Context: an optimization exercise on an open-source flow, tuned for small area, a short achievable clock period and few clock cycles per item. The choices shown serve that exercise and are no tape-out recipe. Only simulation tests tie the RTL to the original design; equivalence was not proved. Power and IR drop assume default switching activity.

==> build 85: inputs <==
==> flow/design.v <==
`default_nettype none
package uecpmu_pkg;
    localparam int DATA_W    = 32;
    localparam int OFF_W     = 8;
    localparam int PULSE_W   = 8;
    localparam int MASK_W    = 4;
    localparam int IDX_W     = 2;
    localparam int CODE_W    = 8;
    localparam int CMD_W     = 4 + IDX_W + DATA_W + PULSE_W;
    localparam int RES_W     = DATA_W + 2;
    localparam logic [1:0] MODE_RD    = 2'd0;
    localparam logic [1:0] MODE_WR    = 2'd1;
    localparam logic [1:0] MODE_EVENT = 2'd2;
    localparam logic [OFF_W-1:0] OFF_CNT0   = 8'h30;
    localparam logic [OFF_W-1:0] OFF_CTRL   = 8'h40;
    localparam logic [OFF_W-1:0] OFF_EVTYPE = 8'h48;
    localparam logic [OFF_W-1:0] OFF_INTM   = 8'h60;
    localparam logic [OFF_W-1:0] OFF_INTS   = 8'h68;
    localparam logic [OFF_W-1:0] OFF_INTC   = 8'h6C;
    localparam logic [CODE_W-1:0] EVT_NONE = 8'hFF;
    localparam int                CTRL_EN  = 0;
    typedef enum logic [3:0] {
        OP_IDLE,
        OP_EVENT,
        OP_CNT_RD,
        OP_CNT_WR,
        OP_CTRL_RD,
        OP_CTRL_WR,
        OP_EVT_RD,
        OP_EVT_WR,
        OP_MASK_RD,
        OP_MASK_WR,
        OP_STAT_RD,
        OP_CLR_WR,
        OP_NOP,
        OP_ERR
    } t_op;
    typedef struct packed {
        t_op                op;
        logic [IDX_W-1:0]   idx;
        logic [DATA_W-1:0]  data;
        logic [PULSE_W-1:0] pulses;
    } t_cmd;
    typedef struct packed {
        logic [DATA_W-1:0] read_data;
        logic              access_error;
        logic              irq;
    } t_res;
endpackage
`default_nettype wire
`default_nettype none
module uncore_event_counter_pmu
#(
    parameter int NUM_CTRS        = 4,
    parameter int NUM_EVENT_CODES = 8
) (
    input  wire logic               i_clk,
    input  wire logic               i_rst_n,
    input  wire logic               i_push,
    output logic                    o_full,
    input  wire logic [1:0]         i_mode,
    input  wire logic [uecpmu_pkg::OFF_W-1:0]   i_reg_offset,
    input  wire logic [uecpmu_pkg::DATA_W-1:0]  i_write_data,
    input  wire logic [uecpmu_pkg::PULSE_W-1:0] i_event_pulses,
    output logic                    o_empty,
    input  wire logic               i_pop,
    output logic [uecpmu_pkg::DATA_W-1:0]       o_read_data,
    output logic                    o_access_error,
    output logic                    o_irq
);
    logic [31:0] r_ctr [4];
    logic [31:0] r_evsel;
    logic        r_en;
    logic [3:0]  r_mask;
    logic [3:0]  r_stat;
    logic [3:0]  r_act;
    logic        r_empty;
    logic [31:0] r_rdata;
    logic        r_err;
    logic        w_take;
    logic        w_res_ld;
    logic        w_rd, w_wr, w_ev;
    logic        w_is_cnt, w_is_ctrl, w_is_evt, w_is_mask, w_is_stat, w_is_clr;
    logic [3:0]  w_cnt_sel;
    logic [3:0]  w_inc;
    logic [3:0]  w_ld;
    logic [31:0] w_ld_data;
    logic        n_en;
    logic [31:0] n_evsel;
    logic [3:0]  n_mask;
    logic [3:0]  n_stat;
    logic [31:0] w_rdata;
    logic [31:0] w_ones [4];
    assign w_res_ld = r_empty || i_pop;
    assign w_take   = i_push && w_res_ld;
    assign o_full   = !w_res_ld;
    assign o_empty  = r_empty;
    always_comb begin
        w_rd      = (i_mode == 2'd0);
        w_wr      = (i_mode == 2'd1);
        w_ev      = (i_mode == 2'd2);
        w_is_cnt  = (i_reg_offset[7:4] == 4'h3) && (i_reg_offset[1:0] == 2'b00);
        w_is_ctrl = (i_reg_offset == 8'h40);
        w_is_evt  = (i_reg_offset == 8'h48);
        w_is_mask = (i_reg_offset == 8'h60);
        w_is_stat = (i_reg_offset == 8'h68);
        w_is_clr  = (i_reg_offset == 8'h6C);
        for (int i = 0; i < 4; i++) begin
            w_cnt_sel[i] = w_is_cnt && (i_reg_offset[3:2] == 2'(i));
        end
    end
    always_comb begin
        n_en    = r_en;
        n_evsel = r_evsel;
        n_mask  = r_mask;
        n_stat  = r_stat;
        for (int i = 0; i < 4; i++) begin
            w_inc[i] = w_take && w_ev && r_act[i] && i_event_pulses[r_evsel[8*i +: 3]];
            if (w_inc[i] && w_ones[i][31] && r_ctr[i][31]) begin
                n_stat[i] = 1'b1;
            end
        end
        if (w_take && w_wr) begin
            if (w_is_ctrl) n_en    = i_write_data[0];
            if (w_is_evt)  n_evsel = i_write_data;
            if (w_is_mask) n_mask  = i_write_data[3:0];
            if (w_is_clr)  n_stat  = r_stat & ~i_write_data[3:0];
        end
        if (!i_rst_n) begin
            n_en    = 1'b0;
            n_evsel = '1;
            n_mask  = '1;
            n_stat  = '0;
        end
    end
    always_ff @(posedge i_clk) begin
        r_en    <= n_en;
        r_evsel <= n_evsel;
        r_mask  <= n_mask;
        r_stat  <= n_stat;
        for (int i = 0; i < 4; i++) begin
            r_act[i] <= n_en && (n_evsel[8*i+3 +: 5] == 5'd0);
        end
    end
    assign w_ld_data = i_rst_n ? i_write_data : 32'd0;
    always_comb begin
        for (int i = 0; i < 4; i++) begin
            w_ld[i] = !i_rst_n || (w_take && w_wr && w_cnt_sel[i]);
        end
    end
    always_comb begin
        for (int i = 0; i < 4; i++) begin
            w_ones[i][0] = 1'b1;
            for (int b = 1; b < 32; b++) begin
                w_ones[i][b] = w_ones[i][b-1] && r_ctr[i][b-1];
            end
        end
    end
    always_ff @(posedge i_clk) begin
        for (int i = 0; i < 4; i++) begin
            r_ctr[i] <= w_ld[i] ? w_ld_data : r_ctr[i] ^ ({32{w_inc[i]}} & w_ones[i]);
        end
    end
    always_comb begin
        w_rdata = ({32{w_cnt_sel[0]}} & r_ctr[0]) |
                  ({32{w_cnt_sel[1]}} & r_ctr[1]) |
                  ({32{w_cnt_sel[2]}} & r_ctr[2]) |
                  ({32{w_cnt_sel[3]}} & r_ctr[3]) |
                  ({32{w_is_evt}}     & r_evsel)  |
                  {31'd0, w_is_ctrl & r_en}      |
                  {28'd0, {4{w_is_mask}} & r_mask} |
                  {28'd0, {4{w_is_stat}} & r_stat};
    end
    always_ff @(posedge i_clk) begin
        if (!i_rst_n) begin
            r_empty <= 1'b1;
        end else if (w_res_ld) begin
            r_empty <= !i_push;
        end
    end
    always_ff @(posedge i_clk) begin
        if (w_res_ld) begin
            r_rdata <= w_rd ? w_rdata : 32'd0;
            r_err   <= (w_rd || w_wr) && !(w_is_cnt || w_is_ctrl || w_is_evt ||
                                           w_is_mask || w_is_stat || w_is_clr);
        end
    end
    assign o_read_data    = r_rdata;
    assign o_access_error = r_err;
    assign o_irq          = |(r_stat & ~r_mask);
endmodule
`default_nettype wire
==> flow/flow/run.sh <==
#!/bin/bash
# Standard layout, with slow wide OR/NOR cells kept out of synthesis and repair.
set -e
cp standard.sh standard_sh_copy.log
cp config.mk config_mk_orig.log
cat flow/dont_use.mk >> config.mk
bash standard.sh > standard_sh.log 2>&1
==> flow/flow/dont_use.mk <==
export DONT_USE_CELLS += sky130_fd_sc_hd__or4_1 sky130_fd_sc_hd__or4_2 sky130_fd_sc_hd__or4_4 sky130_fd_sc_hd__or4b_1 sky130_fd_sc_hd__or4b_2 sky130_fd_sc_hd__or4b_4 sky130_fd_sc_hd__or4bb_1 sky130_fd_sc_hd__or4bb_2 sky130_fd_sc_hd__or4bb_4 sky130_fd_sc_hd__nor4_1 sky130_fd_sc_hd__nor4_2 sky130_fd_sc_hd__nor4_4 sky130_fd_sc_hd__nor4b_1 sky130_fd_sc_hd__nor4b_2 sky130_fd_sc_hd__nor4b_4 sky130_fd_sc_hd__nor4bb_1 sky130_fd_sc_hd__nor4bb_2 sky130_fd_sc_hd__nor4bb_4 sky130_fd_sc_hd__or3_1 sky130_fd_sc_hd__or3_2 sky130_fd_sc_hd__or3_4 sky130_fd_sc_hd__or3b_1 sky130_fd_sc_hd__or3b_2 sky130_fd_sc_hd__or3b_4 sky130_fd_sc_hd__a2111oi_0 sky130_fd_sc_hd__a2111oi_1 sky130_fd_sc_hd__a2111oi_2 sky130_fd_sc_hd__a2111oi_4 sky130_fd_sc_hd__a2111o_1 sky130_fd_sc_hd__a2111o_2 sky130_fd_sc_hd__a2111o_4 sky130_fd_sc_hd__o2111a_1 sky130_fd_sc_hd__o2111a_2 sky130_fd_sc_hd__o2111a_4 sky130_fd_sc_hd__o2111ai_1 sky130_fd_sc_hd__o2111ai_2 sky130_fd_sc_hd__o2111ai_4
==> flow/standard.sh <==
#!/bin/bash
# synth_recipe.tcl (not shown) runs the flow's synth.tcl, then flattens the netlist and writes it again
# the make line also repeats each setting of config.mk as NAME=value (left out here)
make -C /OpenROAD-flow-scripts/flow DESIGN_CONFIG=/design/flow/config.mk WORK_HOME=/design/flow/orfs CLKGATE_MAP_FILE= SYNTH_SCRIPT=/design/flow/synth_recipe.tcl "${@:-finish}"
==> flow/config.mk <==
export PLATFORM = sky130hd
export DESIGN_NAME = uncore_event_counter_pmu
export DESIGN_NICKNAME = uncore_event_counter_pmu
export VERILOG_FILES = /design/flow/design.v
export SDC_FILE = /design/flow/constraint.sdc
export NUM_CORES = 4
export LEC_CHECK = 0
export CAP_MARGIN = 20
export CORE_MARGIN = 2
export CORE_UTILIZATION = 40
export SETUP_SLACK_MARGIN = 0.8
export SLEW_MARGIN = 20
export DONT_USE_CELLS += sky130_fd_sc_hd__or4_1 sky130_fd_sc_hd__or4_2 sky130_fd_sc_hd__or4_4 sky130_fd_sc_hd__or4b_1 sky130_fd_sc_hd__or4b_2 sky130_fd_sc_hd__or4b_4 sky130_fd_sc_hd__or4bb_1 sky130_fd_sc_hd__or4bb_2 sky130_fd_sc_hd__or4bb_4 sky130_fd_sc_hd__nor4_1 sky130_fd_sc_hd__nor4_2 sky130_fd_sc_hd__nor4_4 sky130_fd_sc_hd__nor4b_1 sky130_fd_sc_hd__nor4b_2 sky130_fd_sc_hd__nor4b_4 sky130_fd_sc_hd__nor4bb_1 sky130_fd_sc_hd__nor4bb_2 sky130_fd_sc_hd__nor4bb_4 sky130_fd_sc_hd__or3_1 sky130_fd_sc_hd__or3_2 sky130_fd_sc_hd__or3_4 sky130_fd_sc_hd__or3b_1 sky130_fd_sc_hd__or3b_2 sky130_fd_sc_hd__or3b_4 sky130_fd_sc_hd__a2111oi_0 sky130_fd_sc_hd__a2111oi_1 sky130_fd_sc_hd__a2111oi_2 sky130_fd_sc_hd__a2111oi_4 sky130_fd_sc_hd__a2111o_1 sky130_fd_sc_hd__a2111o_2 sky130_fd_sc_hd__a2111o_4 sky130_fd_sc_hd__o2111a_1 sky130_fd_sc_hd__o2111a_2 sky130_fd_sc_hd__o2111a_4 sky130_fd_sc_hd__o2111ai_1 sky130_fd_sc_hd__o2111ai_2 sky130_fd_sc_hd__o2111ai_4
==> flow/constraint.sdc <==
create_clock -name core_clock -period 3.5 [get_ports {i_clk}]
set_input_delay 0.7000 -clock core_clock [delete_from_list [all_inputs] [get_ports {i_clk}]]
set_output_delay 0.7000 -clock core_clock [all_outputs]
set_load 0.01 [all_outputs]
==> inputs of trial 44, as changes to build 85 <==
==> flow/run.sh (new file) <==
#!/bin/bash
# synth_recipe.tcl (not shown) runs the flow's synth.tcl, then flattens the netlist and writes it again
# the make line also repeats each setting of config.mk as NAME=value (left out here)
make -C /OpenROAD-flow-scripts/flow DESIGN_CONFIG=/design/flow/config.mk WORK_HOME=/design/flow/orfs CLKGATE_MAP_FILE= SYNTH_SCRIPT=/design/flow/synth_recipe.tcl finish
==> flow/config.mk (replaced) <==
export PLATFORM = sky130hd
export DESIGN_NAME = uncore_event_counter_pmu
export DESIGN_NICKNAME = uncore_event_counter_pmu
export VERILOG_FILES = /design/flow/design.v
export SDC_FILE = /design/flow/constraint.sdc
export NUM_CORES = 4
export LEC_CHECK = 0
export CAP_MARGIN = 20
export CORE_MARGIN = 2
export CORE_UTILIZATION = 40
export SETUP_SLACK_MARGIN = 0.8
export SLEW_MARGIN = 20
removed: flow/flow/run.sh
removed: flow/flow/dont_use.mk
removed: flow/standard.sh
==> notes.md <==
Fin cells: trial 44 1640; build 85 1644
Via count: trial 44 9673; build 85 9595
Areal power density over the cells: trial 44 402 nW/um2; build 85 408 nW/um2
Number of clock buffers in the layout: trial 44 30; build 85 36
Final wirelength: trial 44 33900 um; build 85 34100 um
Non-clock buffer share: trial 44 8.93%; build 85 9.03%
Power consumption: trial 44 5.24 mW; build 85 5.29 mW
Source-to-sink clock delay at the later pin of the worst-skew pair: trial 44 0.51 ns; build 85 0.52 ns
Clock share of power: trial 44 47.4%; build 85 47.9%
Global-route usage over all layers: trial 44 23.3%; build 85 23.8%
Result of the run: trial 44 timing/DRC/antenna clean; build 85 timing/DRC/antenna clean
Vert. Die Dim: trial 44 170 um; build 85 169 um
Worst IR Drop VDD: trial 44 0.328 mV; build 85 0.314 mV
Synth Net Count: trial 44 1288; build 85 1291
Fraction of final layout cells with drive strength greater than 1: trial 44 10.6%; build 85 10.7%
Testbench counts of build 85, summed over its fixed seeds: cycles 13,603, items 12,000.
Testbench counts of trial 44, summed over its fixed seeds: cycles 13,603, items 12,000.

separate check: timing with driven ports:
How much do the figures lean on ideal ports? The routed layouts below were timed once more, with nothing changed but the port constraints. Step 1: set_driving_cell puts a clkbuf_16 on i_clk and a buf_2 on each other input, an assumption about the parent block. Step 2 adds t to the input delays and takes it off the output delays; t is the mean of the earliest and latest rising clock arrival at the registers after step 1. Input paths then give back, and output paths get back, about the clock's delay inside the block. a / b / c = no drivers / after step 1 / after step 2; a / b = the first two.
run	t, ns	slack for setup (ns)	hold WS [ns]	worst setup path after step 2	latest minus earliest clock arrival (ns)
build 85	0.566	0.897 / 0.921 / 0.355	0.469 / 0.469 / 0.469	input to register	0.012 / 0.012
trial 44	0.550	0.853 / 0.866 / 0.316	0.487 / 0.487 / 0.487	input to register	0.019 / 0.019
After both steps setup and hold are still met in every run listed. The setup slack of build 85, which loses most, moves by +0.024 ns with the drivers and by -0.542 ns with both steps.
